Source: an optimization exercise on an open RTL-to-GDS flow (aim: small area, a short achievable clock period and few clock cycles per item). Production flows keep margins and buffers that such runs may drop. Only simulation tests tie the RTL to the original design; equivalence was not proved. No activity file was given, so power comes from the tool's default toggle rates.

==> flow/design.v <==
`timescale 1ns/10ps
package lc4_isa_pkg;
   localparam int WORD_W    = 16;  
   localparam int REG_SEL_W = 3;   
   localparam int NZP_W     = 3;
   localparam logic [3:0] OP_ARITH = 4'b0001;
   localparam logic [3:0] OP_LOGIC = 4'b0101;
   localparam logic [3:0] OP_CONST = 4'b1001;
   localparam logic [2:0] ARITH_ADD = 3'b000;
   localparam logic [2:0] ARITH_SUB = 3'b010;
   localparam logic [2:0] LOGIC_AND = 3'b000;
   localparam logic [2:0] LOGIC_NOT = 3'b001;
   localparam logic [2:0] LOGIC_OR  = 3'b010;
   localparam logic [2:0] LOGIC_XOR = 3'b011;
   localparam logic [NZP_W-1:0] NZP_NEG  = 3'b100;
   localparam logic [NZP_W-1:0] NZP_ZERO = 3'b010;
   localparam logic [NZP_W-1:0] NZP_POS  = 3'b001;
   typedef struct packed {
      logic [3:0]           opcode;
      logic [REG_SEL_W-1:0] rd;
      logic [REG_SEL_W-1:0] rs;
      logic [2:0]           sub;   
      logic [REG_SEL_W-1:0] rt;
   } insn_reg_t;
   typedef struct packed {
      logic [3:0]           opcode;
      logic [REG_SEL_W-1:0] rd;
      logic [REG_SEL_W-1:0] rs;
      logic                 imm_flag;  
      logic [4:0]           imm5;
   } insn_imm_t;
   typedef struct packed {
      logic [3:0]           opcode;
      logic [REG_SEL_W-1:0] rd;
      logic [8:0]           imm9;  
   } insn_cst_t;
   typedef union packed {
      insn_reg_t r;
      insn_imm_t i;
      insn_cst_t c;
   } lc4_insn_u;
endpackage
`timescale 1ns/10ps
package lc4_pipe_pkg;
   localparam int WORD_W    = 16;
   localparam int REG_SEL_W = 3;
   localparam int NZP_W     = 3;
   typedef enum logic [1:0] {
      STALL_NONE  = 2'd0,  
      STALL_SPLIT = 2'd1,  
      STALL_RESET = 2'd2   
   } stall_e;
   typedef struct packed {
      logic [REG_SEL_W-1:0] rs_sel;
      logic                              rs_re;
      logic [REG_SEL_W-1:0] rt_sel;
      logic                              rt_re;
      logic [REG_SEL_W-1:0] rd_sel;
      logic                              rf_we;
      logic                              nzp_we;
   } ctrl_t;
   typedef struct packed {
      stall_e                           stall;
      logic [WORD_W-1:0]   pc;
      logic [WORD_W-1:0]                insn;  
      ctrl_t                            ctrl;
   } issue_t;
   typedef struct packed {
      logic                              we;
      logic [REG_SEL_W-1:0] sel;
      logic [WORD_W-1:0]    data;
   } wr_port_t;
   typedef struct packed {
      stall_e                            stall;
      logic [WORD_W-1:0]    pc;
      logic [WORD_W-1:0]    insn;
      logic                              rf_we;
      logic [REG_SEL_W-1:0] wsel;
      logic [WORD_W-1:0]    wdata;
      logic                              nzp_we;
      logic [NZP_W-1:0]     nzp;
   } commit_t;
endpackage
`timescale 1ns/10ps
`timescale 1ns/10ps
`timescale 1ns/10ps
`timescale 1ns/10ps
`timescale 1ns/10ps
`timescale 1ns/10ps
module lc4_superscalar #(
   parameter logic [lc4_isa_pkg::WORD_W-1:0] START_PC = 16'h8200
) (
   input  logic                            gwe,
   input  logic                            i_rst,
   output logic [lc4_isa_pkg::WORD_W-1:0]  o_pc,
   input  lc4_isa_pkg::lc4_insn_u          i_insn_a,
   input  lc4_isa_pkg::lc4_insn_u          i_insn_b,
   output lc4_pipe_pkg::commit_t           o_commit_a,
   output lc4_pipe_pkg::commit_t           o_commit_b
);
   logic [15:0] pc_q;
   always_ff @(posedge gwe) begin
      if (i_rst) pc_q <= START_PC;
      else       pc_q <= pc_q + 16'd1;
   end
   assign o_pc = pc_q;
   logic        d_v;
   logic [15:0] d_insn;
   logic [7:0]  d_rs1h, d_rt1h;    
   always_ff @(posedge gwe) begin
      d_v    <= !i_rst;
      d_insn <= i_insn_a;
      d_rs1h <= (i_insn_a[15:12] == 4'b1001) ? 8'd0 : 8'd1 << i_insn_a[8:6];
      d_rt1h <= 8'd1 << i_insn_a[2:0];
   end
   logic        x_v, x_we, x_sub;
   logic [15:0] x_insn, x_a, x_b;
   logic        w_v, w_we, w_z;
   logic [15:0] w_insn, w_data, w_pc;
   logic [15:0] regs [8];
   logic        d_wr, d_imm, d_sub, d_const, d_not;
   logic [2:0]  d_rs, d_rt;
   logic [15:0] d_a, d_b;
   assign d_wr    = (d_insn[15:12] == 4'b0001) || (d_insn[15:12] == 4'b0101) ||
                    (d_insn[15:12] == 4'b1001);
   assign d_imm   = d_insn[5];
   assign d_const = d_insn[15:12] == 4'b1001;
   assign d_not   = d_insn[15:12] == 4'b0101 && d_insn[5:3] == 3'b001;
   assign d_sub   = d_insn[15:12] == 4'b0001 && d_insn[5:3] == 3'b010;
   assign d_rs    = d_insn[8:6];
   assign d_rt    = d_insn[2:0];
   logic [15:0] rd_s, rd_t;
   always_comb begin
      rd_s = '0;
      rd_t = '0;
      for (int r = 0; r < 8; r++) begin
         rd_s = rd_s | (regs[r] & {16{d_rs1h[r]}});
         rd_t = rd_t | (regs[r] & {16{d_rt1h[r]}});
      end
   end
   assign d_a   = (w_we && !d_const && w_insn[11:9] == d_rs) ? w_data : rd_s;
   assign d_b   = d_const ? {{7{d_insn[8]}}, d_insn[8:0]} :
                  d_not   ? 16'hffff :
                  d_imm   ? {{11{d_insn[4]}}, d_insn[4:0]} :
                  (w_we && w_insn[11:9] == d_rt) ? w_data : rd_t;
   logic        d_fa, d_fb;
   logic [15:0] res;
   assign d_fa = x_we && !d_const && (x_insn[11:9] == d_rs);
   assign d_fb = x_we && !d_imm && !d_const && !d_not && (x_insn[11:9] == d_rt);
   always_ff @(posedge gwe) begin
      if (i_rst) begin
         x_v  <= 1'b0;
         x_we <= 1'b0;
      end else begin
         x_v  <= d_v;
         x_we <= d_v && d_wr;
      end
      x_insn <= d_insn;
      x_sub  <= d_sub;
      x_a    <= d_fa ? res : d_a;
      x_b    <= d_fb ? (res ^ {16{d_sub}}) : (d_b ^ {16{d_sub}});   
   end
   logic [15:0] op_a, bb, g, p, gg, pp, sum;
   logic        is_arith, is_logic, is_const, is_imm;
   logic        s_sum, s_and, s_or, s_xor;
   assign is_arith = x_insn[15:12] == 4'b0001;
   assign is_logic = x_insn[15:12] == 4'b0101;
   assign is_const = x_insn[15:12] == 4'b1001;
   assign is_imm   = x_insn[5];
   assign s_sum    = (is_arith && (is_imm || !x_insn[3])) || is_const;   
   assign s_and    = is_logic && (is_imm || x_insn[4:3] == 2'b00);
   assign s_or     = is_logic && !is_imm && x_insn[4:3] == 2'b10;
   assign s_xor    = is_logic && !is_imm && x_insn[3];           
   assign op_a = x_a;
   assign bb   = x_b;
   assign g    = op_a & bb;
   assign p    = op_a ^ bb;
   always_comb begin
      logic [15:0] gn, pn;
      gg    = g;
      pp    = p;
      gg[0] = g[0] | (p[0] & x_sub);
      for (int d = 1; d < 16; d = d * 2) begin
         gn = gg;
         pn = pp;
         for (int i = d; i < 16; i++) begin
            gn[i] = gg[i] | (pp[i] & gg[i-d]);
            pn[i] = pp[i] & pp[i-d];
         end
         gg = gn;
         pp = pn;
      end
   end
   assign sum = p ^ {gg[14:0], x_sub};
   logic [15:0] res_ns, t;
   logic        z_sum, res_z;
   assign res_ns = ({16{s_and}} & g) |
                   ({16{s_or}}  & (g | p)) |
                   ({16{s_xor}} & p);
   assign res    = ({16{s_sum}} & sum) | res_ns;
   assign t      = op_a | bb;
   assign z_sum  = &(p[15:8] ~^ t[14:7]);
   assign res_z  = (res[7:0] == 8'd0) && (s_sum ? z_sum : (res_ns[15:8] == 8'd0));
   always_ff @(posedge gwe) begin
      if (i_rst) begin
         w_v  <= 1'b0;
         w_we <= 1'b0;
         w_pc <= START_PC - 16'd3;
      end else begin
         w_v  <= x_v;
         w_we <= x_we;
         w_pc <= w_pc + 16'd1;
      end
      w_insn <= x_insn;
      w_data <= res;
      w_z    <= res_z;
   end
   logic [15:0] rf_wd;
   assign rf_wd = w_data & ~{16{i_rst}};
   always_ff @(posedge gwe) begin
      for (int r = 0; r < 8; r++)
         if (i_rst || (w_we && w_insn[11:9] == 3'(r))) regs[r] <= rf_wd;
   end
   always_comb begin
      o_commit_a.stall  = w_v ? lc4_pipe_pkg::STALL_NONE : lc4_pipe_pkg::STALL_SPLIT;
      o_commit_a.pc     = w_pc;
      o_commit_a.insn   = w_insn;
      o_commit_a.rf_we  = w_we;
      o_commit_a.wsel   = w_insn[11:9];
      o_commit_a.wdata  = w_data;
      o_commit_a.nzp_we = w_we;
      o_commit_a.nzp    = {w_data[15], w_z, !w_data[15] && !w_z};
   end
   assign o_commit_b = {lc4_pipe_pkg::STALL_SPLIT, 56'd0};
endmodule
Settings: LEC_CHECK=0, ABC_AREA=1, CAP_MARGIN=20, CORE_MARGIN=2, CORE_UTILIZATION=40, CTS_CLUSTER_DIAMETER=120, CTS_CLUSTER_SIZE=24, SETUP_SLACK_MARGIN=3.28, SLEW_MARGIN=20; clock period 5.5 ns.
standard.sh (not shown) runs the stock make flow with config.mk's settings and CLKGATE_MAP_FILE= SYNTH_SCRIPT=/design/flow/synth_recipe.tcl, a recipe that flattens the netlist after the stock synthesis.
==> flow/flow/run.sh <==
#!/bin/bash
# The standard layout with two changes: synthesis leaves adders to abc (no
# full/half-adder cells), and the ports get plain buffers, not delay cells.
# The full output of the flow's tools goes to standard.log and to the ORFS
# logs under orfs/logs/.
set -euo pipefail
bash standard.sh ADDER_MAP_FILE= "BUFFER_PORTS_ARGS=-buffer_cell sky130_fd_sc_hd__buf_2" finish > standard.log 2>&1
The first run went through all stages and came out clean.
Testbench counts at the start, summed over its fixed seeds: cycles 12,024, items 12,000.
Next try:
SETUP_SLACK_MARGIN = 3.2   (was 3.28)
The new run ran to the end with no violations.
Synthesized cell count does not change.
Sequential cell count is unchanged.
Cell count stays flat.
Power barely changes.
Combinational power increases slightly.
Setup slack is worse by 0.055 ns.
Register-to-register slack is better by 0.03 ns.
Area after synthesis does not change.
Routed wire length decreases slightly.
Next try:
CTS_CLUSTER_DIAMETER = 100   (was 120)
CTS_CLUSTER_SIZE = 20   (was 24)
SETUP_SLACK_MARGIN = 3.28   (was 3.2)
The changed run ran to the end with no violations.
Clock power grows by about 4%.
Count of clock-buffer cells in the layout grows by 2.
Die area does not change.
Final cell count barely changes.
Wire length grows by about 1.7%.
Cell area grows by about 0.5%.
Utilization grows by 0.23 points.
Critical path depth grows by 1.
Synthesized cell count is unchanged.
Next try:
SETUP_SLACK_MARGIN = 3.1   (was 3.28)
Core utilization drops by 0.31 points.
Worst setup slack gets worse by 0.096 ns.
Worst hold slack is about the same.
Non-clock buffer count decreases by 3.
Cell area falls by 0.69%.
Combinational power climbs by about 1%.
Wire length is lower by 1.8%.
Via count went down by 1.6%.
Die area does not change.
Next try:
SETUP_SLACK_MARGIN = 3.35   (was 3.1)
=> Non-clock buffer count climbs by 15. Total power climbs by 0.79%. Wire length climbs by 2.1%. Count of clock-buffer cells in the layout drops by 4. Hold slack hardly moves. Global-route usage climbs by 0.64 points. Sequential cell count is unchanged. Synthesized cell count does not change. Sequential share of layout area drops by 0.43 points.
Next try:
SETUP_SLACK_MARGIN = 3.2   (was 3.35)
Core utilization went down by 0.94 points.
Via count fell by 1.4%.
Worst setup slack degrades by 0.072 ns.
Total power drops by 0.62%.
Global-route usage decreases by 0.64 points.
Wire length drops by 2.0%.
Sequential power barely changes.
Maximum frequency went down by 3.2%.
Area after synthesis does not change.
Synthesized cell count is unchanged.

==> re-timing with driven ports <==
In the flow no input, the clock included, has a driving cell. The finished layouts below were timed again as built, in two steps.
Step 1, drivers: a clkbuf_16 drives gwe and a buf_2 each remaining input, both assumed.
Step 2, shift: input delay + t, output delay - t, t = (earliest + latest rising clock arrival at the registers) / 2. This alone moves slack from input paths to output paths.
a / b / c = ideal / step 1 / step 2; a / b = the first two.
run	t (ns)	slack for setup (ns)	clock arrival spread, ns	worst register clock-pin slew, ns	worst data-port slew with drivers (ns)
the first run	0.551	3.303 / 3.252 / 2.908	0.030 / 0.030	0.10 / 0.10	0.05
the second run	0.550	3.248 / 3.202 / 2.897	0.023 / 0.023	0.10 / 0.10	0.03
the third run	0.555	3.268 / 3.216 / 2.920	0.018 / 0.018	0.09 / 0.09	0.05
the fourth run	0.529	3.172 / 3.144 / 2.667	0.014 / 0.014	0.09 / 0.09	0.03
the fifth run	0.554	3.305 / 3.253 / 2.909	0.017 / 0.017	0.09 / 0.09	0.05
the sixth run	0.532	3.233 / 3.187 / 2.903	0.013 / 0.013	0.09 / 0.09	0.03
After both steps setup and hold are still met in every run listed. For the fourth run, which loses most, drivers alone change the setup slack by -0.028 ns; drivers and shift together by -0.505 ns.
